What follows belongs to an exercise in optimizing a design on an open flow for small area, a short achievable clock period and few clock cycles per item; a production flow would make more cautious choices.
Function was not checked in any run shown here: the RTL went through the layout flow alone.

## flow/design.v (module list and top-level ports; edited modules follow where they fit)
// module trans_chroma_pipe: 1548 lines
module trans_chroma_pipe (
  input  logic        clk,
  input  logic        rst_n,
  input  logic        in_valid,
  output logic        in_ready,
  input  logic [7:0]  y_in,
  input  logic [15:0] c_in,
  output logic [7:0]  lut_y,
  output logic        lut_rd_en,
  input  logic [39:0] lut_mean,
  input  logic [39:0] lut_width,
  output logic        out_valid,
  input  logic        out_ready,
  output logic [39:0] out_data
);
  // ...
==> flow/flow/run.sh <==
#!/bin/bash
# The standard layout with two changes:
#  - synthesis skips the ABC pass of Yosys's generic "synth" fine stage, so the
#    full adders are extracted from the RTL's own XOR/majority structure
#    (registers are untouched; ORFS's own ABC mapping still runs afterwards);
#  - the port buffers buffer_ports inserts are plain buf_1 cells.
set -euo pipefail
bash standard.sh SYNTH_ARGS=-noabc BUFFER_PORTS_ARGS="-buffer_cell sky130_fd_sc_hd__buf_1" finish > standard.log 2>&1
==> flow/standard.sh <==
#!/bin/bash
# synth_recipe.tcl (not shown) runs the flow's synth.tcl, then flattens the netlist and writes it again
# the make line also repeats each setting of config.mk as NAME=value (left out here)
make -C /OpenROAD-flow-scripts/flow DESIGN_CONFIG=/design/flow/config.mk WORK_HOME=/design/flow/orfs CLKGATE_MAP_FILE= SYNTH_SCRIPT=/design/flow/synth_recipe.tcl "${@:-finish}"
==> flow/config.mk <==
export PLATFORM = sky130hd
export DESIGN_NAME = trans_chroma_pipe
export DESIGN_NICKNAME = trans_chroma_pipe
export VERILOG_FILES = /design/flow/design.v
export SDC_FILE = /design/flow/constraint.sdc
export NUM_CORES = 4
export LEC_CHECK = 0
export CAP_MARGIN = 20
export CORE_MARGIN = 2
export CORE_UTILIZATION = 40
export CTS_BUF_LIST = sky130_fd_sc_hd__clkbuf_8
export SETUP_SLACK_MARGIN = 3.65
export SLEW_MARGIN = 20
==> flow/constraint.sdc <==
create_clock -name core_clock -period 7.0 [get_ports {clk}]
set_input_delay 1.4000 -clock core_clock [delete_from_list [all_inputs] [get_ports {clk}]]
set_output_delay 1.4000 -clock core_clock [all_outputs]
set_load 0.01 [all_outputs]
==> results.toml, run 1 <==
[run_status]
status = "complete, no violations"

[setup_path]
r2r-end = "rbq0[14]$_DFFE_PN_"
start_kind = "input port"
crit_type = "input port to output pin"
crit_start = "out_ready"
required_ps = 5600
crit_arrival_ps = 1890

[final_layout]
seq_cell_count = 267
fin_util = 0.470
fin_cells = 3227
layout.cells.most_common_list = "409 x xnor2_1, 316 x a22oi_1, 263 x edfxtp_1, 241 x fa_1, 158 x buf_1"
sh_seq_area = 0.277
seq_area_um2 = 8000

[synth]
synthArstFlopShare = 0.0150
synth_compound_area_frac = 0.152
synth_area_leaders = "edfxtp_1 32%, fa_1 20%, xnor2_1 15%, a22oi_1 9.7%, ha_1 6.9%"
yosys.area_share.simple = 0.0540

[clock_tree]
cts.reportedPaths.clkPinSlew_ps = 50
cts_made_buffers = 50

[floorplan]
die_h_um = 252

[placement]
place_congestion = 0.849
place_area_um2 = 25600

[sta]
setup_ws_ps = 3710
maxSlewViolCount = 0
relSlewSlack = 0.433

[worst_hold_path]
hold_path_startpoint = "v_q[2]$_DFFE_PN0N_"
==> inputs of run 2 (changes only) <==
--- a/flow/config.mk
+++ b/flow/config.mk
@@ -10,3 +10,5 @@
 export CORE_UTILIZATION = 40
-export CTS_BUF_LIST = sky130_fd_sc_hd__clkbuf_8
+export CTS_BUF_LIST = sky130_fd_sc_hd__clkbuf_16
+export CTS_CLUSTER_DIAMETER = 150
+export CTS_CLUSTER_SIZE = 24
 export SETUP_SLACK_MARGIN = 3.65
==> run 2 against run 1 <==
  * Core utilization is 1.3 points lower
  * Worst setup slack worse by 8.1 ps
  * Final area is 2.7% lower
  * Highest routed layer unchanged
==> results.toml, run 2 <==
[final_layout]
diodes = 0
nFillCells = 5553
drive_gt1_frac = 0.0967
largest_reg_flops = 40
top_register = "out_q"
synthToLayoutAreaGrowth_pct = 13.7
nets = 2843
layout_commonest_cell = "xnor2_1"
layout.cells.most_common_list = "410 x xnor2_1, 315 x a22oi_1, 263 x edfxtp_1, 242 x fa_1, 158 x buf_1"

[sta]
post-route-period-util = 0.472
fin_crit_ps = 3300
finalHoldViolCount = 0
rsz0062_at_grt = "yes"
relSlewSlack = 0.419
tightest_slew_ps = 872
setup_ws_ps = 3700
fin_worst_skew_ps = 36.2
fin_hold_ws_ps = 477
fmax_ghz = 0.303
timing.setup.tns_ps = 0
finalSetupViolCount = 0
maxSlewViolCount = 0

[setup_path]
crit_arrival_ps = 1900
required_ps = 5600
crit_fanout = 6
start_kind = "input port"
setup.worst_path.end_class = "output pin"
crit_type = "input port to output pin"

[floorplan]
die_area_um2 = 63700
io_pins = 159
die_x_um = 252
coreArea_um2 = 61400
start_util = 0.402
die_h_um = 252
num_rows = 91

[synth]
yosysMostFrequentCell = "xnor2_1"
synth_area_leaders = "edfxtp_1 32%, fa_1 20%, xnor2_1 15%, a22oi_1 9.7%, ha_1 6.9%"
synth_top_area_cell = "edfxtp_1"
synth_cell_types = 62
yosysSeqAreaShare = 0.324
synthArstFlopShare = 0.0150
yosysWarnings = 1
syn_area_um2 = 24700
syn-num-nets = 2679
synthTopCellsByCount = "410 x xnor2_1, 320 x a22oi_1, 263 x edfxtp_1"
synth_edf_count = 263
syn_inst = 2189
avgSynthCellArea_um2 = 11.3
ys_ff_latch = 267
dominantRegCellSynth = "edfxtp_1"
synth_top_area_share = 0.320

[flow_run]
cap_violations = 0

[placement]
hpwl_mm = 42.5
place_congestion = 0.849
place_ws_ps = 3120
io_buffer_count = 158

[detailed_routing]
vias = 17501
finalWirelength_mm = 63.7
first_pass_iters = 6
drtIter0Drc = 1783
remaining_drc_errors = 0
antenna_left = 0
avgViaCountPerCell = 5.56
wl_per_cell_um = 20.2

[run_status]
status = "complete, no violations"

[grt]
track_usage = 0.198
grt_pass1_wl_mm = 99.3
antenna_found_initial = 5
gr-total-overflow = 0
grt_pass1_vias = 17575
grt_max_degree = 95

[clock_tree]
cts_buffer_depth = 3
htree_levels = 1
tritoncts = "done"
cts_made_buffers = 15
cts.reportedPaths.clkPinSlew_ps = 100
clkLatencyLatePin_ps = 550
cts_hold_buffers = 0
ctsRootBufferMaster = "clkbuf_16"
cts_sinks = 267

[worst_hold_path]
hp-class = "register to register"
-- run 2: cell counts after synthesis --
Identical to the previous run, type by type.
-- run 2: area by class of cell --
| type | instances | area, µm² | area share |
|---|---|---|---|
| Clock inverter | 6 | 40.0 | 0.00143 |
| Multi-Input combinational cell | 1663 | 15700 | 0.560 |
| Sequential cell | 267 | 8000 | 0.285 |
| Inverter | 60 | 229 | 0.00817 |
| Tap cell | 790 | 988 | 0.0352 |
| Timing Repair Buffer | 346 | 2700 | 0.0961 |
| Clock buffer | 15 | 375 | 0.0134 |
-- run 2: through the flow --
| step | instance area (µm²) | utilization | instances |
|---|---|---|---|
| floorplan | 24700 | - | 2189 |
| global placement | 25600 | 0.417 | 2955 |
| detailed placement | 25600 | 0.417 | 2955 |
| CTS | 27200 | 0.443 | 3083 |
| global route | 28000 | 0.457 | 3147 |
| finish | 28000 | 0.457 | 3147 |
-- run 2: cell families (layout without fill, tap and decap cells) --
logic type,after synthesis,count (layout),share of synthesized area
buf+inv,259,427,0.0407
mux,7,7,0.00299
fa+ha+maj,382,382,0.269
simple gates,295,295,0.0540
compound gates,534,534,0.152
flops,267,267,0.324
xor+xnor,445,445,0.158
-- run 2: timing repair --
| item | in CTS | in global routing |
|---|---|---|
| setup endpoints to repair | 65 | 60 |
| setup buffers | 107 | 64 |
| hold endpoints to repair | 0 | 0 |
| resized for setup | 3 | 15 |
| gates cloned | 0 | 0 |
| pin swaps | 0 | 5 |
-- run 2: metal layers --
metal / share of wire / vias to the layer above / GRT usage
met1: 0.45 / 8703 / 0.287
met4: 0.028 / 10 / 0.0551
met2: 0.45 / 649 / 0.308
met5: 0.0011 / - / 0
li1: - / 8035 / -
met3: 0.072 / 104 / 0.0318
-- run 2: path summary, 6_finish.rpt --
| kind | cells past startpoint | start | end | slack (ps) |
|---|---|---|---|---|
| worst max register to register | 7 | twoq0[0]$_DFFE_PN_ | rbq0[5]$_DFFE_PN_ | 3710 |
| worst min-delay path | 1 | v_q[2]$_DFFE_PN0N_ | v_q[3]$_DFFE_PN0N_ | 480 |
| worst max-delay path | 4 | out_ready | lut_rd_en | 3700 |
| worst min register to register | 1 | v_q[2]$_DFFE_PN0N_ | v_q[3]$_DFFE_PN0N_ | 480 |
| min in group asynchronous | 1 | rst_n | v_q[2]$_DFFE_PN0N_ | 680 |
| max in group asynchronous | 1 | rst_n | v_q[1]$_DFFE_PN0N_ | 6150 |
-- run 2: critical path, stage by stage --
cell and delay (ps):
buf_1 100, nor2b_4 180, nand2_1 90, buf_1 130

==> static timing again, ports no longer ideal <==
Ports are ideal in the flow. The routed layouts listed here were re-timed in OpenROAD. Step 1, drivers: a clkbuf_16 drives clk and a buf_2 each remaining input, both assumed. Step 2 times the ports against the registers' clock, not the clock port: input delays grow and output delays shrink by t, the midpoint of the rising clock arrivals with the driver on. a / b / c = ideal ports / drivers / drivers and shift; a / b = the first two.
run | t, ns | slack for setup (ns) | clock arrival spread, ns | cell pins on the clock port's net
run 1 | 0.688 | 3.705 / 3.684 / 3.336 | 0.032 / 0.031 | 1
run 2 | 0.589 | 3.697 / 3.676 / 3.321 | 0.039 / 0.038 | 1
After both steps setup and hold are still met in every run listed. For run 2, which loses most, drivers alone change the setup slack by -0.021 ns; drivers and shift together by -0.376 ns.
